Background: an optimization exercise with open tools, aiming at small area. Do not read the settings as production practice. The RTL was checked by simulation tests, not by an equivalence proof against the original design. Power is estimated from default activity; no workload was simulated. The clock port is modelled as an ideal driver; clocking choices that lean on that would not hold on a real chip.

==> design/flow/design.v <==
module instr_mem_sync #(
  parameter int DATA_W    = 32,
  parameter int DEPTH     = 64,
  parameter int ADDR_W    = 32,
  parameter int BYTE_ADDR = 1
) (
  input  logic              clk,
  input  logic              rst_n,
  input  logic              fetch_req,
  input  logic [ADDR_W-1:0] pc,
  input  logic              stall,
  output logic [DATA_W-1:0] instr,
  output logic              instr_valid,
  output logic              fault,
  input  logic              load_start,
  input  logic              load_valid,
  input  logic [DATA_W-1:0] load_data,
  output logic              load_busy,
  output logic              load_done
);
  localparam int NRING = 16;    
  logic [5:0] ptr;
  logic [5:0] ptr_nx;
  logic       do_write;
  assign do_write = rst_n && load_busy && load_valid && !load_start;
  always_ff @(posedge clk) begin
    if (!rst_n) begin
      load_busy <= 1'b0;
      load_done <= 1'b0;
    end else begin
      load_done <= 1'b0;
      if (load_start) begin
        load_busy <= 1'b1;
      end else if (load_busy && load_valid && ptr == 6'd63) begin
        load_busy <= 1'b0;
        load_done <= 1'b1;
      end
    end
  end
  always_comb begin
    if (!rst_n || load_start)          ptr_nx = '0;
    else if (load_busy && load_valid)  ptr_nx = ptr + 1'b1;
    else                               ptr_nx = ptr;
  end
  always_ff @(posedge clk) ptr <= ptr_nx;
  logic [1:0] tv [4];
  logic [1:0] t;
  assign t = tv[0];
  always_ff @(posedge clk)
    for (int s2 = 0; s2 < 4; s2++) tv[s2] <= 2'(s2) + t + 2'd1;
  logic [DATA_W-1:0] w0 [4];
  always_ff @(posedge clk) begin
    for (int j = 0; j < 4; j++)
      if (do_write && ptr == 6'(j)) w0[j] <= load_data;
  end
  logic              pv [4];
  logic [5:0]        pa [4];
  logic [DATA_W-1:0] pd [4];
  logic              hit [4];    
  logic              lcand;      
  logic [3:1]        land;       
  assign pv[0] = do_write && (ptr[5:2] != 4'd0);
  assign pa[0] = ptr;
  assign pd[0] = load_data;
  assign hit[0] = do_write && lcand;
  always_comb
    for (int k = 1; k < 4; k++) hit[k] = land[k];
  always_ff @(posedge clk) begin
    for (int k = 1; k < 4; k++) begin
      pv[k] <= pv[k-1] && !hit[k-1];
      pa[k] <= pa[k-1];
      pd[k] <= pd[k-1];
    end
    land[1] <= pv[0] && (pa[0][1:0] == t + 2'd1);
    land[2] <= pv[1] && (pa[1][1:0] == t + 2'd1);
    land[3] <= pv[2] && (pa[2][1:0] == t + 2'd1);
    lcand   <= (ptr_nx[5:2] != 4'd0) && (ptr_nx[1:0] == t + 2'd1);
  end
  logic [3:0] wsel;      
  always_comb begin
    wsel[0] = hit[0];
    wsel[1] = hit[1] && !hit[0];
    wsel[2] = hit[2] && !hit[1] && !hit[0];
    wsel[3] = hit[3] && !hit[2] && !hit[1] && !hit[0];
  end
  logic [DATA_W-1:0] wdata;
  genvar b, r, s;
  generate
    for (b = 0; b < DATA_W; b++) begin : g_wbus
      assign wdata[b] = (wsel[0] && pd[0][b]) || (wsel[1] && pd[1][b]) ||
                        (wsel[2] && pd[2][b]) || (wsel[3] && pd[3][b]);
    end
  endgenerate
  logic [DATA_W-1:0] ring [NRING][4];
  logic [NRING-1:0]  rwe;
  always_comb
    for (int g = 0; g < NRING; g++)
      rwe[g] = (hit[0] && pa[0][5:2] == 4'(g)) || (hit[1] && pa[1][5:2] == 4'(g)) ||
               (hit[2] && pa[2][5:2] == 4'(g)) || (hit[3] && pa[3][5:2] == 4'(g));
  generate
    for (r = 1; r < NRING; r++) begin : g_ring
      logic [DATA_W-1:0] port_d;
      for (b = 0; b < DATA_W; b++) begin : g_port
        o22ag u_port (.a({ring[r][0][b], rwe[r]}), .b({wdata[b], !rwe[r]}), .y(port_d[b]));
      end
      always_ff @(posedge clk) begin
        ring[r][0] <= ring[r][1];
        ring[r][1] <= ring[r][2];
        ring[r][2] <= ring[r][3];
        ring[r][3] <= port_d;
      end
    end
  endgenerate
  logic [5:0]        ra;
  logic              bad;
  logic              take;     
  logic              upd;      
  logic [3:1]        fwd;
  logic              nofwd;
  logic [DATA_W-1:0] instr_d;
  assign ra    = pc[7:2];
  assign bad   = (pc[1:0] != 2'b00) || (pc[ADDR_W-1:8] != '0);
  assign take  = rst_n && !stall && !load_busy && fetch_req && !bad;
  assign upd   = !rst_n || (!stall && !load_busy && fetch_req);
  logic [63:0] asel;     
  logic        aok;      
  logic [3:1]  fok;      
  logic        hold;
  always_comb begin
    fwd[1] = pv[1] && pa[1] == ra;
    fwd[2] = pv[2] && pa[2] == ra && !fwd[1];
    fwd[3] = pv[3] && pa[3] == ra && !fwd[1] && !fwd[2];
    nofwd  = !(pv[1] && pa[1] == ra) && !(pv[2] && pa[2] == ra) && !(pv[3] && pa[3] == ra);
    for (int g = 1; g < NRING; g++)
      for (int s2 = 0; s2 < 4; s2++)
        asel[4*(g-1)+s2] = ra[5:2] == 4'(g) && ra[1:0] == tv[s2];
    for (int j = 0; j < 4; j++)
      asel[60+j] = ra == 6'(j);
    aok  = take && nofwd;
    for (int k = 1; k < 4; k++) fok[k] = take && fwd[k];
    hold = !upd;
  end
  generate
    for (b = 0; b < DATA_W; b++) begin : g_rd
      logic [63:0] d;
      for (r = 1; r < NRING; r++) begin : g_rr
        for (s = 0; s < 4; s++) begin : g_rs
          assign d[4*(r-1)+s] = ring[r][s][b];
        end
      end
      assign d[60] = w0[0][b];
      assign d[61] = w0[1][b];
      assign d[62] = w0[2][b];
      assign d[63] = w0[3][b];
      logic [21:0] n;
      logic [5:0]  p;
      logic [1:0]  u;
      logic [1:0]  h;
      for (r = 0; r < 21; r++) begin : g_a
        aoi222 u_a (.s(asel[3*r+2:3*r]), .d(d[3*r+2:3*r]), .y(n[r]));
      end
      nand2g u_n21 (.a({asel[63], d[63]}), .y(n[21]));
      nand4g u_p0 (.a(n[3:0]),   .y(p[0]));
      nand4g u_p1 (.a(n[7:4]),   .y(p[1]));
      nand4g u_p2 (.a(n[11:8]),  .y(p[2]));
      nand4g u_p3 (.a(n[15:12]), .y(p[3]));
      nand3g u_p4 (.a(n[18:16]), .y(p[4]));
      nand3g u_p5 (.a(n[21:19]), .y(p[5]));
      o31aig u_u0 (.a(p[2:0]), .b(aok), .y(u[0]));
      o31aig u_u1 (.a(p[5:3]), .b(aok), .y(u[1]));
      assign h[0] = !((fok[1] && pd[1][b]) || (fok[2] && pd[2][b]));
      assign h[1] = !((fok[3] && pd[3][b]) || (hold && instr[b]));
      nand4g u_y (.a({h, u}), .y(instr_d[b]));
    end
  endgenerate
  always_ff @(posedge clk) begin
    instr <= instr_d;
    if (!rst_n) begin
      instr_valid <= 1'b0;
      fault       <= 1'b0;
    end else if (!stall) begin
      instr_valid <= !load_busy && fetch_req;
      fault       <= !load_busy && fetch_req && bad;
    end
  end
endmodule
module aoi222 (input logic [2:0] s, input logic [2:0] d, output logic y);
  assign y = !((s[0] && d[0]) || (s[1] && d[1]) || (s[2] && d[2]));
endmodule
module nand2g (input logic [1:0] a, output logic y);
  assign y = !(&a);
endmodule
module nand3g (input logic [2:0] a, output logic y);
  assign y = !(&a);
endmodule
module nand4g (input logic [3:0] a, output logic y);
  assign y = !(&a);
endmodule
module o31aig (input logic [2:0] a, input logic b, output logic y);
  assign y = !((|a) && b);
endmodule
module o22ag (input logic [1:0] a, input logic [1:0] b, output logic y);
  assign y = (a[0] || a[1]) && (b[0] || b[1]);
endmodule
==> design/flow/run.sh <==
#!/bin/bash
# synth_recipe.tcl (not shown) runs the flow's synth.tcl, then flattens the netlist and writes it again
# the make line also repeats each setting of config.mk as NAME=value (left out here)
make -C /OpenROAD-flow-scripts/flow DESIGN_CONFIG=/design/flow/config.mk WORK_HOME=/design/flow/orfs CLKGATE_MAP_FILE= SYNTH_SCRIPT=/design/flow/synth_recipe.tcl finish
==> design/flow/config.mk <==
export PLATFORM = sky130hd
export DESIGN_NAME = instr_mem_sync
export DESIGN_NICKNAME = instr_mem_sync
export VERILOG_FILES = /design/flow/design.v
export SDC_FILE = /design/flow/constraint.sdc
export NUM_CORES = 4
export LEC_CHECK = 0
export CAP_MARGIN = 20
export CORE_MARGIN = 2
export CORE_UTILIZATION = 55
export CTS_CLUSTER_DIAMETER = 100
export CTS_CLUSTER_SIZE = 30
export GPL_TIMING_DRIVEN = 0
export SETUP_SLACK_MARGIN = 0.2
export SLEW_MARGIN = 20
export SYNTH_HIERARCHICAL = 1
export SYNTH_MINIMUM_KEEP_SIZE = 0
==> design/flow/constraint.sdc <==
create_clock -name core_clock -period 4.0 [get_ports {clk}]
set_input_delay 0.8000 -clock core_clock [delete_from_list [all_inputs] [get_ports {clk}]]
set_output_delay 0.8000 -clock core_clock [all_outputs]
set_load 0.01 [all_outputs]
==> impl_metrics.tcl, run 1 <==
set metrics [dict create \
    grt.total_usage_pct 34.3 \
    synth_seq_area_share_pct 73.3 \
    grt_pass1_wl_um 291000 \
    fin_tns_setup_ns 0 \
    crit_slowest_cell "a221o_2" \
    cts_buffer_depth 3 \
    max-cap-violations 0 \
    worstSetupStartpointType "input pin" \
    num-nets-final 4665 \
    synth_edf_count 128 \
    cts_tree "done" \
    crit_chain "clkdlybuf4s50_1 -> and2_1 -> clkbuf_1 -> and3_1 -> clkbuf_2 -> nor4b_4 -> clkbuf_1 -> a221o_2 -> o22a_1" \
    gp_congestion 0.916 \
    worstSetupPathType "input pin to flip-flop" \
    post-place-ws_ns -0.850 \
    cp_top_family "buffers and inverters" \
    die-area_mm2 0.116 \
    setup_viol 0 \
    drive_above_1_share_pct 9.93 \
    min_period_ns 3.85 \
    areaGrowthSynthToFinish_pct 14.3 \
    path_buf_inv 4 \
    setup_ws_ns 0.155 \
    yosys_most_used_dff "dfxtp_1" \
    p_leak_uw 0.0251 \
    fmax_ghz 0.260 \
    slew_viol_final 0 \
    synthArstFlopShare_pct 0 \
    cts_buffers 83 \
    required_ns 4.66 \
    relSlewSlack_pct 28.5 \
    core_mm2 0.112 \
    crit_path_max_fanout 15 \
    slowest_delay_ns 0.84 \
    status "finished clean" \
    cts.sinks 2217 \
    drc 0 \
    num_rows 123 \
    drt_iter0_markers 6925 \
    viasPerCell 7.03 \
    placed_cells 6005 \
    die-width_um 341 \
    finalCritPeriodShare_pct 96.1 \
    ys_top_cells_by_area "dfxtp_1 67%, a222oi_1 11%, o22a_1 6.7%, edfxtp_1 6.2%, nand4_1 1.7%" \
    ys_types 51 \
    synthesis.area_mm2 0.0623 \
    insertion_delay_ns 0.72 \
    yosys.area.top_type "dfxtp_1" \
    cp_common_cell "clkbuf_1" \
    first_pass_iters 7 \
    grt_max_degree 34 \
    ant_nets 0 \
    grt_overflow 0 \
    die_y_um 341 \
    yosys_warnings 14 \
    wire_per_inst_um 33.5 \
    hpwl_um 133000 \
    first_global_vias 41072 \
    clkTransAtPathRegs_ns 0.12 \
    end_kind "flip-flop" \
    pin_count 106 \
    instances_no_fill 6116 \
    tightest_slew_ns 1.07 \
    syn_inst 4273 \
    htreeDepth 3 \
    max-vdd-ir-drop_mv 0.447 \
    mostFrequentLayoutCells "2089 x dfxtp_1, 672 x a222oi_1, 480 x o22a_1, 168 x nand4_1, 128 x edfxtp_1" \
    routed-via-count 42989 \
    syn_nets 4347 \
    cts_root_buffer "clkbuf_16" \
    rsz0062_at_grt "yes" \
    yosysTopAreaCellShare_pct 67.1 \
    synth_area_per_cell_um2 14.6 \
    wirelength_um 205000 \
    crit_arrival_ns 4.50 \
    antenna_found_initial 6 \
    skew_ns 0.0252 \
    start_util_pct 55.4 \
    synth-seq-cells 2217 \
    finalHoldViolCount 0 \
    power.density_mw_per_mm2 467 \
    worst_hold_path_type "flip-flop to flip-flop" \
    final_common_cell "dfxtp_1" \
    nFillCells 8412 \
    portBuffers 99 \
]
power by group:
part | internal, uW | leakage [uW] | total (uW) | switching (uW)
registers | 22300 | 0.0182 | 22400 | 43.3
logic | 137 | 0.00582 | 431 | 294
clock network | 3930 | 0.00108 | 10500 | 6530
total | 26400 | 0.0251 | 33300 | 6870
synthesized netlist by cell type (all sizes together) (35+ instances only):
master / number
nand4: 168
a22oi: 64
o31ai: 64
nand3: 111
nand2: 94
a222oi: 672
nor2: 112
o22a: 480
dfxtp: 2089
edfxtp: 128
a221o: 42
clkbuf: 35
logic make-up (layout without fill, tap and decap cells):
kind of cell / after synthesis / count (layout) / synth area share (%)
flip-flops: 2217 / 2217 / 73.3
AO/OA/AOI/OAI: 1388 / 1388 / 21.0
AND/OR/NAND/NOR: 558 / 558 / 4.64
buffers and inverters: 71 / 410 / 0.490
XOR/XNOR: 34 / 34 / 0.478
adder cells (fa/ha/maj): 4 / 4 / 0.0803
multiplexers: 1 / 1 / 0.0161
other: 0 / 4 / 0
layout make-up:
cell class              count  area [um^2]  area share, %
diodes                      4         10.0         0.0141
plain buffers              56          295          0.415
clock buffers             103         2190           3.08
clock inverters             3         22.5         0.0316
inverters                  15         56.3         0.0791
multi-input cells        1985        17300           24.3
flip-flops and latches   2217        45700           64.1
well taps                1500         1880           2.64
repair buffers            233         3760           5.28
worst reg2reg max path, delay by kind of cell, from the launching register on:
family | cells | cell delay [ns]
compound gates | 2 | 1.11
xor+xnor | 1 | 0.14
buf+inv | 2 | 0.68
flops | 1 | 0.36
simple gates | 4 | 1.25
routing by layer:
metal  track usage, %  wire length (um)
met2             49.0             84700
met4             11.5              7500
met5                0                 0
met3             10.5             25300
met1             49.5             87600
repair_timing:
| action | 4_1_cts | 5_1_grt |
|---|---|---|
| pin swaps | 3 | 3 |
| buffers inserted | 1 | 0 |
| gates resized for setup | 25 | 21 |
| setup endpoints to repair | 275 | 388 |
| hold buffers | 0 | 0 |
per-module statistics from Yosys, one instance, submodules excluded:
module	cells inside	area, um^2	times used	flip-flops and latches
o31aig	1	12.5	64	0
nand4g	1	6.26	160	0
instr_mem_sync	2801	49200	1	2217
nand3g	1	5.00	64	0
nand2g	1	3.75	32	0
aoi222	1	10.0	672	0
o22ag	1	8.76	480	0
state kept, by name (all words and copies together), names as in the netlist:
signal       flops
ring          1920
pd              96
instr_valid      1
load_done        1
instr           32
tv               6
land             3
w0             128
ptr              6
load_busy        1
pv               3
fault            1
pa              18
lcand            1
final timing paths:
kind / start / to / slack [ns] / depth (start not counted)
worst max-delay path: load_valid / ring[31][17]$_DFF_P_ / 0.15 / 9
worst min-delay path: ring[21][4]$_DFF_P_ / ring[20][4]$_DFF_P_ / 0.34 / 0
worst max register to register: tv[1][1]$_DFF_P_ / instr[3]$_DFF_P_ / 0.32 / 9
worst min register to register: ring[21][4]$_DFF_P_ / ring[20][4]$_DFF_P_ / 0.34 / 0
through the flow:
| step | util, % | hold WS, ns | instance area, um^2 | total power, uW |
|---|---|---|---|---|
| after detailed placement | 61.1 | 0.335 | 68700 | 23300 |
| final | 63.3 | 0.338 | 71200 | 33300 |
| after global routing | 63.3 | 0.352 | 71200 | 34100 |
| after CTS | 63.2 | 0.347 | 71100 | 33300 |
| after floorplan | - | 0.329 | 62400 | 23000 |
| after global placement | 58.0 | 0.330 | 65200 | 23200 |
==> inputs of run 2 (changes only) <==
--- a/design/flow/design.v
+++ b/design/flow/design.v
@@ -18,7 +18,7 @@
   output logic              load_busy,
   output logic              load_done
 );
-  localparam int NRING = 16;    
+  localparam int NRING = 16;
   logic [5:0] ptr;
   logic [5:0] ptr_nx;
   logic       do_write;
@@ -48,18 +48,13 @@
   assign t = tv[0];
   always_ff @(posedge clk)
     for (int s2 = 0; s2 < 4; s2++) tv[s2] <= 2'(s2) + t + 2'd1;
-  logic [DATA_W-1:0] w0 [4];
-  always_ff @(posedge clk) begin
-    for (int j = 0; j < 4; j++)
-      if (do_write && ptr == 6'(j)) w0[j] <= load_data;
-  end
   logic              pv [4];
   logic [5:0]        pa [4];
   logic [DATA_W-1:0] pd [4];
   logic              hit [4];    
   logic              lcand;      
   logic [3:1]        land;       
-  assign pv[0] = do_write && (ptr[5:2] != 4'd0);
+  assign pv[0] = do_write;
   assign pa[0] = ptr;
   assign pd[0] = load_data;
   assign hit[0] = do_write && lcand;
@@ -74,21 +69,33 @@
     land[1] <= pv[0] && (pa[0][1:0] == t + 2'd1);
     land[2] <= pv[1] && (pa[1][1:0] == t + 2'd1);
     land[3] <= pv[2] && (pa[2][1:0] == t + 2'd1);
-    lcand   <= (ptr_nx[5:2] != 4'd0) && (ptr_nx[1:0] == t + 2'd1);
-  end
+    lcand   <= (ptr_nx[1:0] == t + 2'd1);
+  end
+  logic [3:0] ha, hb;    
   logic [3:0] wsel;      
+  logic [3:0] wsel0;     
   always_comb begin
-    wsel[0] = hit[0];
-    wsel[1] = hit[1] && !hit[0];
-    wsel[2] = hit[2] && !hit[1] && !hit[0];
-    wsel[3] = hit[3] && !hit[2] && !hit[1] && !hit[0];
-  end
-  logic [DATA_W-1:0] wdata;
+    for (int k = 0; k < 4; k++) begin
+      ha[k] = hit[k] && (pa[k][5:2] != 4'd0);
+      hb[k] = hit[k] && (pa[k][5:2] == 4'd0);
+    end
+    wsel[0]  = ha[0];
+    wsel[1]  = ha[1] && !ha[0];
+    wsel[2]  = ha[2] && !ha[1] && !ha[0];
+    wsel[3]  = ha[3] && !ha[2] && !ha[1] && !ha[0];
+    wsel0[0] = hb[0];
+    wsel0[1] = hb[1] && !hb[0];
+    wsel0[2] = hb[2] && !hb[1] && !hb[0];
+    wsel0[3] = hb[3] && !hb[2] && !hb[1] && !hb[0];
+  end
+  logic [DATA_W-1:0] wdata, wdata0;
   genvar b, r, s;
   generate
     for (b = 0; b < DATA_W; b++) begin : g_wbus
-      assign wdata[b] = (wsel[0] && pd[0][b]) || (wsel[1] && pd[1][b]) ||
-                        (wsel[2] && pd[2][b]) || (wsel[3] && pd[3][b]);
+      assign wdata[b]  = (wsel[0] && pd[0][b]) || (wsel[1] && pd[1][b]) ||
+                         (wsel[2] && pd[2][b]) || (wsel[3] && pd[3][b]);
+      assign wdata0[b] = (wsel0[0] && pd[0][b]) || (wsel0[1] && pd[1][b]) ||
+                         (wsel0[2] && pd[2][b]) || (wsel0[3] && pd[3][b]);
     end
   endgenerate
   logic [DATA_W-1:0] ring [NRING][4];
@@ -98,10 +105,11 @@
       rwe[g] = (hit[0] && pa[0][5:2] == 4'(g)) || (hit[1] && pa[1][5:2] == 4'(g)) ||
                (hit[2] && pa[2][5:2] == 4'(g)) || (hit[3] && pa[3][5:2] == 4'(g));
   generate
-    for (r = 1; r < NRING; r++) begin : g_ring
+    for (r = 0; r < NRING; r++) begin : g_ring
       logic [DATA_W-1:0] port_d;
       for (b = 0; b < DATA_W; b++) begin : g_port
-        o22ag u_port (.a({ring[r][0][b], rwe[r]}), .b({wdata[b], !rwe[r]}), .y(port_d[b]));
+        o22ag u_port (.a({ring[r][0][b], rwe[r]}), .b({(r == 0) ? wdata0[b] : wdata[b], !rwe[r]}),
+                      .y(port_d[b]));
       end
       always_ff @(posedge clk) begin
         ring[r][0] <= ring[r][1];
@@ -134,8 +142,8 @@
     for (int g = 1; g < NRING; g++)
       for (int s2 = 0; s2 < 4; s2++)
         asel[4*(g-1)+s2] = ra[5:2] == 4'(g) && ra[1:0] == tv[s2];
-    for (int j = 0; j < 4; j++)
-      asel[60+j] = ra == 6'(j);
+    for (int s2 = 0; s2 < 4; s2++)
+      asel[60+s2] = ra[5:2] == 4'd0 && ra[1:0] == tv[s2];
     aok  = take && nofwd;
     for (int k = 1; k < 4; k++) fok[k] = take && fwd[k];
     hold = !upd;
@@ -148,10 +156,10 @@
           assign d[4*(r-1)+s] = ring[r][s][b];
         end
       end
-      assign d[60] = w0[0][b];
-      assign d[61] = w0[1][b];
-      assign d[62] = w0[2][b];
-      assign d[63] = w0[3][b];
+      assign d[60] = ring[0][0][b];
+      assign d[61] = ring[0][1][b];
+      assign d[62] = ring[0][2][b];
+      assign d[63] = ring[0][3][b];
       logic [21:0] n;
       logic [5:0]  p;
       logic [1:0]  u;
==> run 2 against run 1 <==
Net effect:
- flip-flop and latch count unchanged
- cell count up 3.1%
- sequential power about the same
- total power down 0.66%
- combinational power down 6.7%
- worst hold slack better by 0.0046 ns
- wire length up 3.1%
- clock power about the same
- critical path depth unchanged
- largest cell class unchanged
- largest power group unchanged
- highest routed layer is now met5
==> impl_metrics.tcl, run 2 <==
set metrics [dict create \
    cp_top_family "buffers and inverters" \
    yosys.cell_count.top_type "dfxtp_1" \
    die-area_mm2 0.116 \
    yosysTopAreaCellShare_pct 71.5 \
    max-vdd-ir-drop_mv 0.372 \
    drc 0 \
    grt_overflow 0 \
    min_period_ns 3.81 \
    num_rows 123 \
    relSlewSlack_pct 29.9 \
    yosys_most_used_dff "dfxtp_1" \
    die_y_um 340 \
    crit_chain "clkdlybuf4s50_1 -> nor2b_1 -> nand3_1 -> nor3b_4 -> a221o_2 -> buf_12 -> inv_2 -> buf_12 -> o22a_1" \
    hpwl_um 136000 \
    ys_top_cells_by_area "dfxtp_1 71%, a222oi_1 11%, o22a_1 7.2%, nand4_1 1.7%, o31ai_2 1.3%" \
    largest_register_ffs 2048 \
    synth_area_per_cell_um2 13.9 \
    syn_inst 4480 \
    p_leak_uw 0.0248 \
    mostFrequentLayoutCells "2217 x dfxtp_1, 672 x a222oi_1, 512 x o22a_1, 167 x nand4_1, 154 x nand2_1" \
    ant_nets 0 \
    r2r_cells 10 \
    synth-seq-cells 2217 \
    worstSetupStartpointType "input pin" \
    yosys.area.top_type "dfxtp_1" \
    routed-via-count 44758 \
    first_pass_iters 10 \
    wirelength_um 211000 \
    worst_hold_path_type "flip-flop to flip-flop" \
    finalHoldViolCount 0 \
    ys_top_cells_by_count "2217 x dfxtp_1, 672 x a222oi_1, 512 x o22a_1, 167 x nand4_1, 156 x nand2_1" \
    r2r-start "pa[1][2]$_DFF_P_" \
    crit_slowest_cell "clkdlybuf4s50_1" \
    end_kind "flip-flop" \
    required_ns 4.61 \
    fmax_ghz 0.262 \
    portBuffers 99 \
    drt_iter0_markers 7731 \
    placed_cells 6211 \
    wire_per_inst_um 33.5 \
    nFillCells 8545 \
    worstSetupPathType "input pin to flip-flop" \
    final_common_cell "dfxtp_1" \
    power_uw 33000 \
    grt_pass1_wl_um 301000 \
    synth_seq_area_share_pct 71.5 \
    post_dp_cell_area_mm2 0.0687 \
    slowest_delay_ns 0.67 \
    skew_ns 0.0282 \
    antenna_found_initial 11 \
    power.density_mw_per_mm2 465 \
    crit_arrival_ns 4.42 \
    status "finished clean" \
    viasPerCell 7.10 \
    r2r_end "ring[3][7]$_DFF_P_" \
    min_to "ring[41][9]$_DFF_P_" \
    gp_congestion 0.907 \
    first_global_vias 43274 \
    finalCritPeriodShare_pct 95.2 \
    regMostFlops "ring" \
    grt.total_usage_pct 35.2 \
    cp_common_cell "buf_12" \
    stdcell_area_mm2 0.0710 \
    insertion_delay_ns 0.73 \
    die-width_um 340 \
    crit_path_max_fanout 21 \
    start_util_pct 55.3 \
    min_from "ring[42][9]$_DFF_P_" \
    synthArstFlopShare_pct 0 \
    cts.sinks 2217 \
    ys_types 48 \
    drive_above_1_share_pct 9.56 \
    synthesis.area_mm2 0.0621 \
    grt_max_degree 34 \
    cts_buffers 83 \
    syn_nets 4551 \
    max-cap-violations 0 \
    rsz0062_at_grt "yes" \
    yosys_warnings 13 \
    pin_count 106 \
    instances_no_fill 6308 \
    clkTransAtPathRegs_ns 0.11 \
    path_buf_inv 4 \
    cts_buffer_depth 3 \
    r2r_slack_ns 0.21 \
    slew_viol_final 0 \
    cts_root_buffer "clkbuf_16" \
    num-nets-final 4871 \
    synth_edf_count 0 \
    setup_viol 0 \
    core_mm2 0.112 \
    tightest_slew_ns 1.05 \
    htreeDepth 3 \
    cts_tree "done" \
    top_regs "ring (2048), pd (96), instr (32)" \
    whs_path_depth 0 \
    areaGrowthSynthToFinish_pct 14.4 \
]
[run 2: layout make-up]
class	count	area (um^2)	area share, %
tap	1500	1880	2.64
sequential	2217	44400	62.5
buffer	79	362	0.509
clock buffer	85	2130	2.99
inverter	19	71.3	0.100
multi-input combinational	2168	18400	25.9
timing repair buffer	232	3810	5.37
clock inverter	3	22.5	0.0317
antenna	5	12.5	0.0176
[run 2: timing repair]
item                                   in CTS  in global routing
gates resized for setup                    14                 12
gates cloned                                1                  2
pin swaps                                   4                  6
endpoints found under the hold margin       0                  0
hold buffers                                0                  0
setup endpoints to repair                  54                208
setup buffers                               0                  1
[run 2: power by group]
group	leakage (uW)	internal (uW)	switching, uW
sequential	0.0179	22200	108
clock	0.00106	3860	6450
combinational	0.00589	142	259
total	0.0248	26200	6820
[run 2: logic make-up after synthesis]
family,Yosys count,synth area share [%]
fa+ha+maj,1,0.0202
flops,2217,71.5
simple gates,581,4.73
buf+inv,98,0.655
compound gates,1549,22.6
xor+xnor,34,0.480
[run 2: metrics by stage]
stage | util (%) | hold slack (ns) | setup TNS (ns) | setup WS, ns
finish | 63.3 | 0.343 | 0 | 0.190
global route | 63.3 | 0.353 | 0 | 0.178
detailed placement | 61.3 | 0.333 | -184.99 | -1.40
floorplan | - | 0.329 | -32.40 | -1.02
global placement | 57.9 | 0.330 | -1521.29 | -5.83
CTS | 63.2 | 0.340 | 0 | 0.244
[run 2: metal layers]
| layer | track usage, % | share of wire, % |
|---|---|---|
| met2 | 53.5 | 44 |
| met5 | 0.0408 | 0.025 |
| met3 | 7.23 | 10 |
| met1 | 48.2 | 40 |
| met4 | 17.1 | 5.4 |
[run 2: worst max-delay path by stage]
stage	to	startpoint	cells after the start	slack, ns
2_1_floorplan	instr[10]$_DFF_P_	pc[21]	6	-1.02
3_5_place_dp	instr[25]$_DFF_P_	pc[2]	10	-1.40
5_1_grt	instr[25]$_DFF_P_	tv[2][0]$_DFF_P_	11	0.18
6_report	ring[19][4]$_DFF_P_	rst_n	9	0.19
3_3_place_gp	instr[27]$_DFF_P_	pc[13]	8	-5.83
4_1_cts	instr[25]$_DFF_P_	tv[2][0]$_DFF_P_	11	0.24
[run 2: modules after synthesis, one instance, submodules excluded]
module	area, um^2	times used	cells inside	flops+latches
aoi222	10.0	672	1	0
instr_mem_sync	48600	1	2976	2217
nand2g	3.75	32	1	0
nand3g	5.00	64	1	0
nand4g	6.26	160	1	0
o22ag	8.76	512	1	0
o31aig	12.5	64	1	0
==> inputs of run 3 (changes only) <==
--- a/design/flow/config.mk
+++ b/design/flow/config.mk
@@ -8,10 +8,10 @@
 export CAP_MARGIN = 20
 export CORE_MARGIN = 2
 export CORE_UTILIZATION = 55
-export CTS_CLUSTER_DIAMETER = 100
-export CTS_CLUSTER_SIZE = 30
+export CTS_CLUSTER_DIAMETER = 80
+export CTS_CLUSTER_SIZE = 25
 export GPL_TIMING_DRIVEN = 0
-export SETUP_SLACK_MARGIN = 0.2
+export SETUP_SLACK_MARGIN = 0.3
 export SLEW_MARGIN = 20
 export SYNTH_HIERARCHICAL = 1
 export SYNTH_MINIMUM_KEEP_SIZE = 0
==> run 3 against run 2 <==
Net effect:
- worst hold slack worse by 0.00076 ns
- first-iteration DRC count fell by 4.2%
- worst setup slack worse by 0.039 ns
- global-route usage is 0.18 points higher
- core utilization rose by 0.44 points
==> impl_metrics.tcl, run 3 <==
set metrics [dict create \
    relSlewSlack_pct 32.4 \
    regMostFlops "ring" \
    num-nets-final 4893 \
    die-width_um 340 \
    drive_above_1_share_pct 10.1 \
    r2r_slack_ns 0.32 \
    p_clk_share_pct 33.0 \
    insertion_delay_ns 0.73 \
    instances_no_fill 6335 \
    status "finished clean" \
    areaGrowthSynthToFinish_pct 15.2 \
    top_regs "ring (2048), pd (96), instr (32)" \
    synth_edf_count 0 \
    clkTransAtPathRegs_ns 0.10 \
    r2r_cells 9 \
    worstSetupPathType "input pin to flip-flop" \
    largest_register_ffs 2048 \
    drt-met1-wl_um 85800 \
    synth-seq-cells 2217 \
    post-place-ws_ns -1.40 \
    drc 0 \
    rsz0062_at_grt "yes" \
    antenna_found_initial 10 \
    p_seq_share_pct 65.8 \
    pin_count 106 \
    drt_iter0_markers 7404 \
    die-area_mm2 0.116 \
    grt_max_degree 34 \
    ys_types 48 \
    crit_arrival_ns 4.46 \
    power.density_mw_per_mm2 475 \
    min_period_ns 3.85 \
    synth_seq_area_share_pct 71.5 \
    p_leak_uw 0.0251 \
    core_mm2 0.112 \
    p_int_uw 26900 \
    mostFrequentLayoutCells "2217 x dfxtp_1, 672 x a222oi_1, 512 x o22a_1, 167 x nand4_1, 152 x nand2_1" \
    ys_top_cells_by_area "dfxtp_1 71%, a222oi_1 11%, o22a_1 7.2%, nand4_1 1.7%, o31ai_2 1.3%" \
    syn_nets 4551 \
    cts.sinks 2217 \
    synth_area_per_cell_um2 13.9 \
    r2r-start "load_busy$_SDFFE_PN0P_" \
    dr_wl_met3_um 22900 \
    portBuffers 99 \
    power_frac_comb_pct 1.2 \
    hold_slack_ns 0.342 \
    worst_hold_path_type "flip-flop to flip-flop" \
    cts_root_buffer "clkbuf_16" \
    finalHoldViolCount 0 \
    skew_ns 0.0187 \
    min_from "ring[50][13]$_DFF_P_" \
    setup_viol 0 \
    min_to "ring[49][13]$_DFF_P_" \
    tightest_slew_ns 1.01 \
    final_common_cell "dfxtp_1" \
    yosys_most_used_dff "dfxtp_1" \
    ys_top_cells_by_count "2217 x dfxtp_1, 672 x a222oi_1, 512 x o22a_1, 167 x nand4_1, 156 x nand2_1" \
    setup_ws_ns 0.151 \
    yosys.area.top_type "dfxtp_1" \
    r2r_end "ring[19][7]$_DFF_P_" \
    slew_viol_final 0 \
    synthesis.area_mm2 0.0621 \
    ctsHoldBuffers 0 \
    grt_overflow 0 \
    grt_pass1_wl_um 302000 \
    met2WireLength_um 92900 \
    yosys_warnings 13 \
    crit_path_max_fanout 21 \
    num_rows 123 \
    finalCritPeriodShare_pct 96.2 \
    wire_per_inst_um 33.6 \
    syn_inst 4480 \
    whs_path_depth 0 \
    max-vdd-ir-drop_mv 0.415 \
    fmax_ghz 0.260 \
    first_global_vias 43522 \
    cts_tree "done" \
    grt.total_usage_pct 35.4 \
    top_layer "met5" \
    p_sw_uw 7040 \
    synthArstFlopShare_pct 0 \
    ant_nets 0 \
    gp_congestion 0.907 \
    first_pass_iters 13 \
    end_kind "flip-flop" \
    cts_buffer_depth 3 \
    required_ns 4.62 \
    start_util_pct 55.3 \
    viasPerCell 7.11 \
    hpwl_um 136000 \
    fin_tns_setup_ns 0 \
    cts_buffers 99 \
    swShare_pct 20.7 \
    worstSetupStartpointType "input pin" \
    wirelength_um 213000 \
    htreeDepth 3 \
    die_y_um 340 \
    yosys.cell_count.top_type "dfxtp_1" \
    placed_cells 6211 \
    routed-via-count 45053 \
    yosysTopAreaCellShare_pct 71.5 \
    max-cap-violations 0 \
    nFillCells 8504 \
]
## run 3: worst max path at each step
stage	start	end	slack, ns	depth (start not counted)
3_5_place_dp	pc[2]	instr[25]$_DFF_P_	-1.40	10
2_1_floorplan	pc[21]	instr[10]$_DFF_P_	-1.02	6
3_3_place_gp	pc[13]	instr[27]$_DFF_P_	-5.83	8
4_1_cts	rst_n	ring[27][2]$_DFF_P_	0.29	8
6_report	rst_n	ring[19][7]$_DFF_P_	0.15	9
5_1_grt	rst_n	ring[19][30]$_DFF_P_	0.20	9
## run 3: cell type report
cell class	instances	area (um^2)	area share, %
Sequential cell	2217	44400	62.0
Multi-Input combinational cell	2169	18400	25.7
Timing Repair Buffer	237	3850	5.38
Clock buffer	103	2530	3.54
Tap cell	1500	1880	2.62
Buffer	79	363	0.507
Inverter	19	71.3	0.0997
Clock inverter	7	58.8	0.0822
Antenna cell	4	10.0	0.0140
## run 3: what timing repair did
item / 4_1_cts / 5_1_grt
setup endpoints to repair: 74 / 375
gates resized for setup: 15 / 14
pin swaps: 8 / 7
endpoints found under the hold margin: 0 / 0
cloned: 1 / 3
buffers inserted: 2 / 4
## run 3: layer usage
metal / vias to the layer above / GRT usage [%]
li1: 19128 / -
met1: 22772 / 48.6
met2: 2656 / 53.5
met3: 493 / 7.24
met4: 4 / 17.4
met5: - / 0.0408
## run 3: logic make-up after synthesis
| kind of cell | share of synthesized area [%] |
|---|---|
| adders and majority gates | 0.0202 |
| AOI/OAI and AO/OA | 22.6 |
| DFF | 71.5 |
| buffers and inverters | 0.655 |
| and+or+nand+nor | 4.73 |
| xor gates and xnor gates | 0.480 |
## run 3: per-module statistics from Yosys (local to each module, per instance)
| module | cells | cell area [um^2] |
|---|---|---|
| instr_mem_sync | 2976 | 48600 |
| o31aig | 1 | 12.5 |
| aoi222 | 1 | 10.0 |
| o22ag | 1 | 8.76 |
| nand4g | 1 | 6.26 |
| nand3g | 1 | 5.00 |
| nand2g | 1 | 3.75 |
## run 3: per-stage QoR
step / power, uW / utilization [%] / area [um^2]
2_1_floorplan: 22900 / - / 62100
3_3_place_gp: 23100 / 57.9 / 65000
3_5_place_dp: 23200 / 61.3 / 68700
4_1_cts: 34100 / 63.6 / 71400
5_1_grt: 34900 / 63.7 / 71500
6_report: 34000 / 63.8 / 71500
## run 3: worst max-delay path, cell delays in order
cell and delay (ns):
clkdlybuf4s50_1 0.69, nor2b_1 0.41, nand3_1 0.36, nor3b_4 0.61
a221o_2 0.62, buf_12 0.27, inv_2 0.21, buf_12 0.23
o22a_1 0.19
## run 3: power groups by stage
| stage | combinational, uW | clock (uW) | sequential, uW |
|---|---|---|---|
| floorplan | 127 | 0 | 22800 |
| global placement | 311 | 0 | 22800 |
| detailed placement | 387 | 0 | 22800 |
| CTS | 390 | 11400 | 22300 |
| global route | 412 | 12100 | 22300 |
| finish | 405 | 11200 | 22300 |
==> inputs of run 4 (changes only) <==
--- a/design/flow/config.mk
+++ b/design/flow/config.mk
@@ -7,10 +7,11 @@
 export LEC_CHECK = 0
 export CAP_MARGIN = 20
 export CORE_MARGIN = 2
-export CORE_UTILIZATION = 55
-export CTS_CLUSTER_DIAMETER = 80
-export CTS_CLUSTER_SIZE = 25
+export CORE_UTILIZATION = 62
+export CTS_CLUSTER_DIAMETER = 100
+export CTS_CLUSTER_SIZE = 30
 export GPL_TIMING_DRIVEN = 0
+export PLACE_DENSITY = 0.7
 export SETUP_SLACK_MARGIN = 0.3
 export SLEW_MARGIN = 20
 export SYNTH_HIERARCHICAL = 1
==> run 4 against run 3 <==
Net effect:
- core utilization grew 7.2 points
- largest power group unchanged
- area after synthesis is the same
- total power shrank 2.6%
- fmax grew 3.5%
- non-clock buffer count grew 10
- still clean
- sequential power is essentially flat
- largest cell class unchanged
- flip-flop and latch count is the same
- die area shrank 11%
==> impl_metrics.tcl, run 4 <==
set metrics [dict create \
    grt_overflow 0 \
    worst_hold_path_type "flip-flop to flip-flop" \
    largest_register_ffs 2048 \
    whs_path_depth 0 \
    ys_top_cells_by_count "2217 x dfxtp_1, 672 x a222oi_1, 512 x o22a_1, 167 x nand4_1, 156 x nand2_1" \
    r2r_cells 10 \
    top_usage_layer "met2" \
    use_met2_pct 58.8 \
    first_global_vias 44782 \
    grt_max_degree 34 \
    r2r_end "instr[5]$_DFF_P_" \
    htreeDepth 3 \
    cp_top_family "buffers and inverters" \
    grt_pass1_wl_um 298000 \
    r2r_slack_ns 0.30 \
    num_rows 116 \
    setup_ws_ns 0.282 \
    core_mm2 0.0997 \
    yosys_warnings 13 \
    cts_root_buffer "clkbuf_16" \
    nFillCells 6763 \
    use_met3_pct 9.83 \
    start_util_pct 62.3 \
    drt_iter0_markers 8490 \
    crit_path_max_fanout 21 \
    crit_arrival_ns 4.37 \
    cts_buffers 83 \
    yosysTopAreaCellShare_pct 71.5 \
    drive_above_1_share_pct 9.74 \
    drc 0 \
    p_leak_uw 0.0249 \
    worstSetupStartpointType "input pin" \
    ant_nets 0 \
    slew_viol_final 0 \
    cts_buffer_depth 3 \
    clkTransAtPathRegs_ns 0.11 \
    cts_tree "done" \
    die_y_um 320 \
    path_buf_inv 5 \
    synthesis.area_mm2 0.0621 \
    setup_viol 0 \
    swShare_pct 20.5 \
    synth_seq_area_share_pct 71.5 \
    hpwl_um 132000 \
    yosys.cell_count.top_type "dfxtp_1" \
    areaGrowthSynthToFinish_pct 14.0 \
    p_int_uw 26300 \
    max-cap-violations 0 \
    power_frac_comb_pct 1.3 \
    syn_inst 4480 \
    finalCritPeriodShare_pct 93.0 \
    rsz0062_at_grt "yes" \
    p_sw_uw 6790 \
    grt.total_usage_pct 39.1 \
    max-vdd-ir-drop_mv 0.413 \
    synth_area_per_cell_um2 13.9 \
    yosys_most_used_dff "dfxtp_1" \
    p_seq_share_pct 67.6 \
    hold_slack_ns 0.334 \
    die-width_um 320 \
    crit_chain "clkdlybuf4s50_1 -> and2_1 -> clkbuf_1 -> nand4_1 -> or3_1 -> buf_1 -> nand3_4 -> inv_2 -> buf_12 -> o22a_1" \
    relSlewSlack_pct 13.6 \
    final_util_pct 71.0 \
    power.density_mw_per_mm2 467 \
    mostFrequentLayoutCells "2217 x dfxtp_1, 672 x a222oi_1, 512 x o22a_1, 167 x nand4_1, 152 x nand2_1" \
    wire_per_inst_um 33.8 \
    finalHoldViolCount 0 \
    top_regs "ring (2048), pd (96), instr (32)" \
    wirelength_um 207000 \
    ys_top_cells_by_area "dfxtp_1 71%, a222oi_1 11%, o22a_1 7.2%, nand4_1 1.7%, o31ai_2 1.3%" \
    post-place-ws_ns -1.21 \
    worstSetupPathType "input pin to flip-flop" \
    tightest_slew_ns 1.28 \
    die-area_mm2 0.103 \
    slowest_delay_ns 0.68 \
    p_clk_share_pct 31.2 \
    viasPerCell 7.46 \
    min_from "ring[30][31]$_DFF_P_" \
    crit_slowest_cell "buf_1" \
    synth_edf_count 0 \
    portBuffers 99 \
    status "finished clean" \
    insertion_delay_ns 0.74 \
    post_cts_buffers 0 \
    final_common_cell "dfxtp_1" \
    cts.sinks 2217 \
    synthArstFlopShare_pct 0 \
    regMostFlops "ring" \
    synth-seq-cells 2217 \
    required_ns 4.65 \
    r2r-start "tv[2][0]$_DFF_P_" \
    antenna_found_initial 6 \
    yosys.area.top_type "dfxtp_1" \
    fmax_ghz 0.269 \
    grt_use_met1_pct 52.4 \
    syn_nets 4551 \
    end_kind "flip-flop" \
    fin_tns_setup_ns 0 \
    skew_ns 0.0413 \
    routed-via-count 45645 \
    pin_count 106 \
    num-nets-final 4884 \
    min_to "ring[29][31]$_DFF_P_" \
    min_period_ns 3.72 \
    first_pass_iters 10 \
    gp_congestion 0.924 \
    ys_types 48 \
]
-- run 4: cell counts after synthesis --
Identical to the previous run, type by type.
-- run 4: cell type report --
type / count / area (um^2) / area share, %
antenna: 7 / 17.5 / 0.0247
buffer: 79 / 362 / 0.511
clock buffer: 86 / 2150 / 3.04
clock inverter: 2 / 21.3 / 0.0300
inverter: 19 / 76.3 / 0.108
multi-input combinational: 2166 / 18200 / 25.7
sequential: 2217 / 44400 / 62.7
tap: 1298 / 1620 / 2.29
timing repair buffer: 247 / 3970 / 5.61
-- run 4: cell families after synthesis --
logic type               after synthesis  synth area share [%]
flip-flops                          2217                  71.5
AND/OR/NAND/NOR                      581                  4.73
AO/OA/AOI/OAI                       1549                  22.6
XOR/XNOR                              34                 0.480
buffers and inverters                 98                 0.655
adder cells (fa/ha/maj)                1                0.0202
-- run 4: routing by layer --
layer	vias up	share of wire, %
met5	-	0.080
met4	4	6.1
met3	725	13
met2	3219	43
met1	22619	38
li1	19078	-
-- run 4: timing repair --
action | 4_1_cts | 5_1_grt
endpoints found under the hold margin | 0 | 0
gates cloned | 0 | 1
pin swaps | 0 | 2
setup endpoints to repair | 53 | 46
hold buffers | 0 | 0
gates resized for setup | 13 | 16
-- run 4: worst max-delay path by stage --
stage	cells after the start	startpoint	slack [ns]	to
after detailed placement	10	pc[2]	-1.21	instr[14]$_DFF_P_
after global routing	10	tv[2][0]$_DFF_P_	0.21	instr[5]$_DFF_P_
after floorplan	6	pc[21]	-1.02	instr[10]$_DFF_P_
final	10	load_valid	0.28	ring[3][21]$_DFF_P_
after CTS	10	pc[2]	0.31	instr[12]$_DFF_P_
after global placement	8	pc[24]	-5.86	instr[16]$_DFF_P_
-- run 4: per-stage QoR --
stage	total power, uW	area (um^2)	std cells
after floorplan	22900	62100	4480
after global placement	23100	64700	5877
after detailed placement	23200	68500	6025
after CTS	33000	70700	6113
after global routing	33900	70800	6115
final	33100	70800	6121
-- run 4: Yosys stat by module (local to each module, per instance) --
module          cell area, um^2  flip-flops and latches  cells  copies in the design
aoi222                     10.0                       0      1                   672
instr_mem_sync            48600                    2217   2976                     1
nand2g                     3.75                       0      1                    32
nand3g                     5.00                       0      1                    64
nand4g                     6.26                       0      1                   160
o22ag                      8.76                       0      1                   512
o31aig                     12.5                       0      1                    64
-- run 4: power groups by stage --
stage | logic (uW) | registers, uW | clock network (uW)
floorplan | 127 | 22800 | 0
global placement | 314 | 22800 | 0
detailed placement | 397 | 22800 | 0
CTS | 401 | 22300 | 10300
global route | 426 | 22400 | 11100
finish | 422 | 22300 | 10300
==> inputs of run 5 (changes only) <==
--- a/design/flow/config.mk
+++ b/design/flow/config.mk
@@ -7,12 +7,12 @@
 export LEC_CHECK = 0
 export CAP_MARGIN = 20
 export CORE_MARGIN = 2
-export CORE_UTILIZATION = 62
+export CORE_UTILIZATION = 70
 export CTS_CLUSTER_DIAMETER = 100
 export CTS_CLUSTER_SIZE = 30
 export GPL_TIMING_DRIVEN = 0
-export PLACE_DENSITY = 0.7
-export SETUP_SLACK_MARGIN = 0.3
+export PLACE_DENSITY = 0.78
+export SETUP_SLACK_MARGIN = 0.35
 export SLEW_MARGIN = 20
 export SYNTH_HIERARCHICAL = 1
 export SYNTH_MINIMUM_KEEP_SIZE = 0
==> run 5 against run 4 <==
Net effect:
- clock power about the same
- sequential share of layout area up 0.11 points
- critical path depth unchanged
- area after synthesis unchanged
- fmax down 0.59%
- clock skew down 0.015 ns
- critical endpoint is now ring[3][2]$_DFF_P_
- largest cell class unchanged
==> impl_metrics.tcl, run 5 <==
set metrics [dict create \
    power.density_mw_per_mm2 468 \
    ys_types 48 \
    drc 0 \
    p_leak_uw 0.0249 \
    htreeDepth 3 \
    grt_pass1_wl_um 298000 \
    drive_above_1_share_pct 9.90 \
    grt_overflow 0 \
    top_regs "ring (2048), pd (96), instr (32)" \
    skew_ns 0.0267 \
    ys_top_cells_by_area "dfxtp_1 71%, a222oi_1 11%, o22a_1 7.2%, nand4_1 1.7%, o31ai_2 1.3%" \
    wirelength_um 207000 \
    syn_nets 4551 \
    die_y_um 302 \
    drt_iter0_markers 8957 \
    required_ns 4.59 \
    synth_area_per_cell_um2 13.9 \
    post_dp_cell_area_mm2 0.0682 \
    max-cap-violations 0 \
    end_kind "flip-flop" \
    cts_root_buffer "clkbuf_16" \
    synth-seq-cells 2217 \
    synthArstFlopShare_pct 0 \
    num_rows 109 \
    worstSetupStartpointType "flip-flop" \
    yosys_most_used_dff "dfxtp_1" \
    stdcell_area_mm2 0.0707 \
    synthesis.area_mm2 0.0621 \
    areaGrowthSynthToFinish_pct 13.8 \
    die-width_um 302 \
    nFillCells 5071 \
    yosys_warnings 13 \
    synth_seq_area_share_pct 71.5 \
    start_util_pct 70.5 \
    final_util_pct 80.2 \
    crit_path_max_fanout 23 \
    worstSetupPathType "flip-flop to flip-flop" \
    grt_max_degree 34 \
    wire_per_inst_um 34.5 \
    setup_viol 0 \
    viasPerCell 7.73 \
    first_global_vias 45518 \
    final_common_cell "dfxtp_1" \
    first_pass_iters 12 \
    regMostFlops "ring" \
    yosysTopAreaCellShare_pct 71.5 \
    relSlewSlack_pct 19.1 \
    die-area_mm2 0.0911 \
    cts_buffers 83 \
    antenna_found_initial 14 \
    syn_inst 4480 \
    largest_register_ffs 2048 \
    cts.sinks 2217 \
    cts_buffer_depth 3 \
    rsz0062_at_grt "no" \
    finalHoldViolCount 0 \
    routed-via-count 46300 \
    worst_hold_path_type "flip-flop to flip-flop" \
    ys_top_cells_by_count "2217 x dfxtp_1, 672 x a222oi_1, 512 x o22a_1, 167 x nand4_1, 156 x nand2_1" \
    synth_edf_count 0 \
    status "finished clean" \
    finalCritPeriodShare_pct 93.5 \
    hpwl_um 135000 \
    grt.total_usage_pct 44.2 \
    insertion_delay_ns 0.70 \
    fmax_ghz 0.267 \
    yosys.cell_count.top_type "dfxtp_1" \
    core_mm2 0.0881 \
    yosys.area.top_type "dfxtp_1" \
    ant_nets 0 \
    slew_viol_final 0 \
    portBuffers 99 \
    cts_tree "done" \
    num-nets-final 4883 \
    clkTransAtPathRegs_ns 0.12 \
    mostFrequentLayoutCells "2216 x dfxtp_1, 672 x a222oi_1, 512 x o22a_1, 167 x nand4_1, 152 x nand2_1" \
    max-vdd-ir-drop_mv 0.520 \
    tightest_slew_ns 1.21 \
    crit_arrival_ns 4.33 \
    pin_count 106 \
    gp_congestion 0.950 \
    min_period_ns 3.74 \
]
[run 5: path summary, 6_finish.rpt]
path	startpoint	endpoint	slack (ns)	cells after the start
worst min register to register	ring[11][26]$_DFF_P_	ring[10][26]$_DFF_P_	0.34	0
worst min-delay path	ring[11][26]$_DFF_P_	ring[10][26]$_DFF_P_	0.34	0
worst max-delay path	pa[1][2]$_DFF_P_	ring[3][2]$_DFF_P_	0.26	10
worst max register to register	pa[1][2]$_DFF_P_	ring[3][2]$_DFF_P_	0.26	10
[run 5: cell families after synthesis]
kind of cell    synth area share (%)
flops                           71.5
compound gates                  22.6
simple gates                    4.73
buf+inv                        0.655
xor+xnor                       0.480
fa+ha+maj                     0.0202
[run 5: repair_timing]
action | 4_1_cts | 5_1_grt
hold buffers | 0 | 0
endpoints found under the setup margin | 162 | 118
cloned | 1 | 0
setup buffers | 4 | 0
pin swaps | 3 | 3
resized for setup | 21 | 21
[run 5: cell type report]
class	count	area [um^2]	share of cell area (%)
Multi-Input combinational cell	2166	18300	25.8
Antenna cell	4	10.0	0.0142
Inverter	19	71.3	0.101
Clock buffer	88	2170	3.07
Tap cell	1165	1460	2.06
Timing Repair Buffer	246	3910	5.53
Buffer	79	362	0.512
Clock inverter	4	57.6	0.0814
Sequential cell	2217	44400	62.8
[run 5: through the flow]
step / setup TNS [ns] / hold WS (ns) / total power, uW / worst slack (ns) / instances
2_1_floorplan: -32.40 / 0.329 / 22900 / -1.02 / 4480
3_3_place_gp: -1413.37 / 0.330 / 23100 / -6.02 / 5744
3_5_place_dp: -112.12 / 0.334 / 23200 / -1.10 / 5887
4_1_cts: 0 / 0.346 / 33000 / 0.296 / 5984
5_1_grt: 0 / 0.349 / 33800 / 0.353 / 5985
6_report: 0 / 0.345 / 33100 / 0.260 / 5988
[run 5: power by group]
| part | switching [uW] | internal, uW | total [uW] |
|---|---|---|---|
| clock network | 6410 | 3930 | 10300 |
| registers | 112 | 22200 | 22300 |
| logic | 267 | 147 | 414 |
[run 5: Yosys stat by module (local to each module, per instance)]
module / copies in the design / cell area (um^2)
nand2g: 32 / 3.75
aoi222: 672 / 10.0
nand4g: 160 / 6.26
instr_mem_sync: 1 / 48600
nand3g: 64 / 5.00
o31aig: 64 / 12.5
o22ag: 512 / 8.76
[run 5: routing by layer]
layer / GRT usage (%) / wire length (um) / vias up
met5: 0.311 / 160 / -
met4: 27.0 / 14300 / 18
met3: 13.8 / 29200 / 893
met2: 67.1 / 90300 / 3634
met1: 55.5 / 72500 / 22677
li1: - / - / 19078
[run 5: critical path: stages, from the launching register on]
cell and delay, ns:
dfxtp_1 0.33, clkbuf_1 0.19, nor3b_2 0.41, and2_1 0.20
clkbuf_1 0.57, clkbuf_1 0.50, nor2_1 0.28, nand3_4 0.41
inv_2 0.24, buf_12 0.24, o22a_1 0.20
==> inputs of run 6 (changes only) <==
--- a/design/flow/design.v
+++ b/design/flow/design.v
@@ -130,7 +130,9 @@
   assign bad   = (pc[1:0] != 2'b00) || (pc[ADDR_W-1:8] != '0);
   assign take  = rst_n && !stall && !load_busy && fetch_req && !bad;
   assign upd   = !rst_n || (!stall && !load_busy && fetch_req);
-  logic [63:0] asel;     
+  logic [63:0] asel_h [2];   
+  seldec u_dec0 (.ra(ra), .tv0(tv[0]), .tv1(tv[1]), .tv2(tv[2]), .tv3(tv[3]), .asel(asel_h[0]));
+  seldec u_dec1 (.ra(ra), .tv0(tv[0]), .tv1(tv[1]), .tv2(tv[2]), .tv3(tv[3]), .asel(asel_h[1]));
   logic        aok;      
   logic [3:1]  fok;      
   logic        hold;
@@ -139,11 +141,6 @@
     fwd[2] = pv[2] && pa[2] == ra && !fwd[1];
     fwd[3] = pv[3] && pa[3] == ra && !fwd[1] && !fwd[2];
     nofwd  = !(pv[1] && pa[1] == ra) && !(pv[2] && pa[2] == ra) && !(pv[3] && pa[3] == ra);
-    for (int g = 1; g < NRING; g++)
-      for (int s2 = 0; s2 < 4; s2++)
-        asel[4*(g-1)+s2] = ra[5:2] == 4'(g) && ra[1:0] == tv[s2];
-    for (int s2 = 0; s2 < 4; s2++)
-      asel[60+s2] = ra[5:2] == 4'd0 && ra[1:0] == tv[s2];
     aok  = take && nofwd;
     for (int k = 1; k < 4; k++) fok[k] = take && fwd[k];
     hold = !upd;
@@ -151,6 +148,8 @@
   generate
     for (b = 0; b < DATA_W; b++) begin : g_rd
       logic [63:0] d;
+      logic [63:0] asel;
+      assign asel = asel_h[b / 16];
       for (r = 1; r < NRING; r++) begin : g_rr
         for (s = 0; s < 4; s++) begin : g_rs
           assign d[4*(r-1)+s] = ring[r][s][b];
@@ -210,3 +209,17 @@
 module o22ag (input logic [1:0] a, input logic [1:0] b, output logic y);
   assign y = (a[0] || a[1]) && (b[0] || b[1]);
 endmodule
+module seldec (input logic [5:0] ra, input logic [1:0] tv0, tv1, tv2, tv3, output logic [63:0] asel);
+  logic [1:0] tv [4];
+  assign tv[0] = tv0;
+  assign tv[1] = tv1;
+  assign tv[2] = tv2;
+  assign tv[3] = tv3;
+  always_comb begin
+    for (int g = 1; g < 16; g++)
+      for (int s2 = 0; s2 < 4; s2++)
+        asel[4*(g-1)+s2] = ra[5:2] == 4'(g) && ra[1:0] == tv[s2];
+    for (int s2 = 0; s2 < 4; s2++)
+      asel[60+s2] = ra[5:2] == 4'd0 && ra[1:0] == tv[s2];
+  end
+endmodule
--- a/design/flow/config.mk
+++ b/design/flow/config.mk
@@ -7,12 +7,11 @@
 export LEC_CHECK = 0
 export CAP_MARGIN = 20
 export CORE_MARGIN = 2
-export CORE_UTILIZATION = 70
+export CORE_UTILIZATION = 55
 export CTS_CLUSTER_DIAMETER = 100
 export CTS_CLUSTER_SIZE = 30
 export GPL_TIMING_DRIVEN = 0
-export PLACE_DENSITY = 0.78
-export SETUP_SLACK_MARGIN = 0.35
+export SETUP_SLACK_MARGIN = 0.2
 export SLEW_MARGIN = 20
 export SYNTH_HIERARCHICAL = 1
 export SYNTH_MINIMUM_KEEP_SIZE = 0
==> run 6 against run 5 <==
Net effect:
- register-to-register slack improved by 0.02 ns
- cell count up 9.6%
- synthesized cell count increased by 2.2%
- wire length is 2.1% lower
- critical path depth fell by 1
- critical endpoint unchanged
- first-iteration DRC count decreased by 17%
- die area increased by 29%
- worst hold slack improved by 0.00076 ns
- area after synthesis is 1.4% higher
==> impl_metrics.tcl, run 6 <==
set metrics [dict create \
    cts.sinks 2217 \
    areaGrowthSynthToFinish_pct 15.6 \
    crit_path_max_fanout 17 \
    r2r-start "pa[2][4]$_DFF_P_" \
    max-cap-violations 0 \
    instances_no_fill 6561 \
    final_common_cell "dfxtp_1" \
    crit_slowest_cell "nor2_1" \
    crit_start "load_valid" \
    whs_path_depth 0 \
    viasPerCell 6.90 \
    finalHoldViolCount 0 \
    hold_slack_ns 0.346 \
    die-area_mm2 0.117 \
    slowest_delay_ns 0.69 \
    crit_chain "clkdlybuf4s50_1 -> nand2_1 -> or3_1 -> nor2_1 -> or4_2 -> buf_16 -> inv_2 -> buf_16 -> o22a_1" \
    power_uw 33200 \
    syn_inst 4578 \
    pin_count 106 \
    ys_types 49 \
    die_y_um 342 \
    cts_root_buffer "clkbuf_16" \
    ant_nets 0 \
    die-width_um 342 \
    end_kind "flip-flop" \
    first_global_vias 44198 \
    status "finished clean" \
    synthArstFlopShare_pct 0 \
    num-nets-final 5114 \
    cts_buffer_depth 3 \
    synth_compound_area_share_pct 22.3 \
    power.density_mw_per_mm2 456 \
    wirelength_um 202000 \
    first_pass_iters 10 \
    synth-seq-cells 2217 \
    drive_above_1_share_pct 13.5 \
    min_from "ring[37][18]$_DFF_P_" \
    placed_cells 6470 \
    worstSetupPathType "input pin to flip-flop" \
    min_period_ns 3.83 \
    portBuffers 105 \
    ctsHoldBuffers 0 \
    antenna_found_initial 5 \
    syn_nets 4649 \
    cts_buffers 83 \
    yosys.area.top_type "dfxtp_1" \
    worstSetupStartpointType "input pin" \
    top_regs "ring (2048), pd (96), instr (32)" \
    gp_congestion 0.897 \
    yosys_warnings 22 \
    path_buf_inv 4 \
    yosys.cell_count.top_type "dfxtp_1" \
    synth_top_family_by_area "compound AO/OA/AOI/OAI gates" \
    synthMuxAreaShare_pct 0 \
    wire_per_inst_um 30.8 \
    start_util_pct 55.3 \
    slew_viol_final 0 \
    ys_top_cells_by_count "2217 x dfxtp_1, 672 x a222oi_1, 512 x o22a_1, 166 x nand4_1, 146 x nand2_1" \
    final_util_pct 63.9 \
    synthSimpleGateAreaFrac_pct 5.80 \
    rsz0062_at_grt "no" \
    fmax_ghz 0.261 \
    num_rows 124 \
    p_leak_uw 0.0258 \
    synthesis.area_mm2 0.0630 \
    largest_register_ffs 2048 \
    grt_max_degree 34 \
    hpwl_um 141000 \
    synthAdderAreaFrac_pct 0.0199 \
    required_ns 4.60 \
    synth_edf_count 0 \
    relSlewSlack_pct 34.6 \
    drc 0 \
    crit_arrival_ns 4.44 \
    cts_tree "done" \
    synth_seq_area_share_pct 70.5 \
    r2r_cells 7 \
    insertion_delay_ns 0.72 \
    mostFrequentLayoutCells "2216 x dfxtp_1, 672 x a222oi_1, 512 x o22a_1, 169 x buf_4, 166 x nand4_1" \
    max-vdd-ir-drop_mv 0.416 \
    yosysTopAreaCellShare_pct 70.5 \
    grt.total_usage_pct 33.6 \
    core_mm2 0.114 \
    finalCritPeriodShare_pct 95.8 \
    clkTransAtPathRegs_ns 0.11 \
    path_depth 9 \
    tightest_slew_ns 0.979 \
    grt_pass1_wl_um 295000 \
    ys_top_cells_by_area "dfxtp_1 70%, a222oi_1 11%, o22a_1 7.1%, nand4_1 1.6%, o31ai_2 1.3%" \
    drt_iter0_markers 7440 \
    synth_area_per_cell_um2 13.8 \
    regMostFlops "ring" \
    post_cts_buffers 0 \
    yosys_most_used_dff "dfxtp_1" \
    grt_overflow 0 \
    htreeDepth 3 \
    routed-via-count 45295 \
    setup_viol 0 \
    cp_common_cell "buf_16" \
    skew_ns 0.0224 \
    cp_top_family "simple AND/OR/NAND/NOR gates" \
    synth-xor-area-share_pct 0.612 \
    worst_hold_path_type "flip-flop to flip-flop" \
]
[run 6: changes by cell type in the layout (fill, tap and decap cells not counted), moves of 26 or more]
cell	previous run	this run
buf_12	45	13
buf_4	6	169
buf_6	35	69
nor2_4	64	0
nor3_2	1	113
o21ai_2	27	1
o21ai_4	6	34
[run 6: area by class of cell]
type                            instances  area [um^2]
Sequential cell                      2217        44400
Fill cell                            8761        41100
Multi-Input combinational cell       2249        19500
Timing Repair Buffer                  380         4280
Clock buffer                           87         2140
Tap cell                             1512         1890
Buffer                                 92          453
Inverter                               20         75.1
Clock inverter                          2         17.5
Antenna cell                            2         5.00
[run 6: final timing paths]
path                                        endpoint  slack, ns
worst min-delay path            ring[36][18]$_DFF_P_       0.35
worst max register to register   ring[23][4]$_DFF_P_       0.28
worst min register to register  ring[36][18]$_DFF_P_       0.35
worst max-delay path              ring[3][2]$_DFF_P_       0.17
[run 6: routing by layer]
layer	routed length, um	GRT usage [%]
met5	30	0
met4	8230	12.4
met3	20000	6.50
met2	87800	50.4
met1	86100	48.1
[run 6: where the power goes]
group	switching (uW)	leakage, uW	internal [uW]
combinational	332	0.00689	171
sequential	110	0.0179	22200
clock	6440	0.00106	3880
total	6880	0.0258	26300
[run 6: worst reg2reg max path, cell delays in order, from the launching register on]
cell      delay (ns)
dfxtp_1         0.33
clkbuf_1        0.23
o41a_1          0.62
nor2_1          0.66
clkbuf_1        0.57
a221oi_1        0.25
o21ai_4         0.74
o22a_1          0.28
[run 6: through the flow]
step                setup WS, ns  cell area [um^2]  setup TNS (ns)
floorplan                  -1.02             63000          -32.40
CTS                        0.208             72700               0
global placement           -6.94             66000        -1441.28
detailed placement         -1.18             70300         -109.91
finish                     0.167             72800               0
global route               0.215             72800               0
[run 6: modules after synthesis, one instance, submodules excluded]
| module | cells inside | copies in the design | area, um^2 |
|---|---|---|---|
| instr_mem_sync | 2874 | 1 | 48200 |
| aoi222 | 1 | 672 | 10.0 |
| o22ag | 1 | 512 | 8.76 |
| nand2g | 1 | 32 | 3.75 |
| nand4g | 1 | 160 | 6.26 |
| seldec | 100 | 2 | 671 |
| nand3g | 1 | 64 | 5.00 |
| o31aig | 1 | 64 | 12.5 |
[run 6: cell families after synthesis]
logic type	after synthesis
DFF	2217
AOI/OAI and AO/OA	1548
and+or+nand+nor	656
buffers and inverters	112
xor gates and xnor gates	44
adders and majority gates	1
[run 6: what timing repair did]
action                     in CTS  in global routing
cloned                          0                  0
setup endpoints to repair      32                 32
resized for setup              41                 14
pin swaps                       0                  0

port drivers added, routing unchanged:
In the flow no input, the clock included, has a driving cell. The finished layouts below were timed again as built, in two steps.
Step 1, drivers: a clkbuf_16 drives clk and a buf_2 each remaining input, both assumed.
Step 2 moves the port delays by t, midway between the first and last clock arrival at a register: inputs arrive t later, outputs are due t later. That takes back most of the time a late clock gives input paths.
Three values: ideal ports, drivers, drivers and shift; two values: the first two.
run	t (ns)	slack for setup (ns)	hold WS [ns]	cell pins on the clock port's net
run 1	0.788	0.155 / 0.214 / -0.574	0.338 / 0.338 / 0.338	1
run 2	0.788	0.190 / 0.182 / -0.606	0.343 / 0.343 / 0.343	1
run 3	0.795	0.151 / 0.206 / -0.589	0.342 / 0.342 / 0.342	1
run 4	0.795	0.282 / 0.296 / -0.492	0.334 / 0.334 / 0.334	1
run 5	0.753	0.260 / 0.229 / -0.524	0.345 / 0.345 / 0.345	1
run 6	0.786	0.167 / 0.217 / -0.569	0.346 / 0.346 / 0.346	1
With both steps, setup timing fails in every run listed, where it was met with ideal ports. For run 2, which loses most, drivers alone change the setup slack by -0.008 ns; drivers and shift together by -0.796 ns.
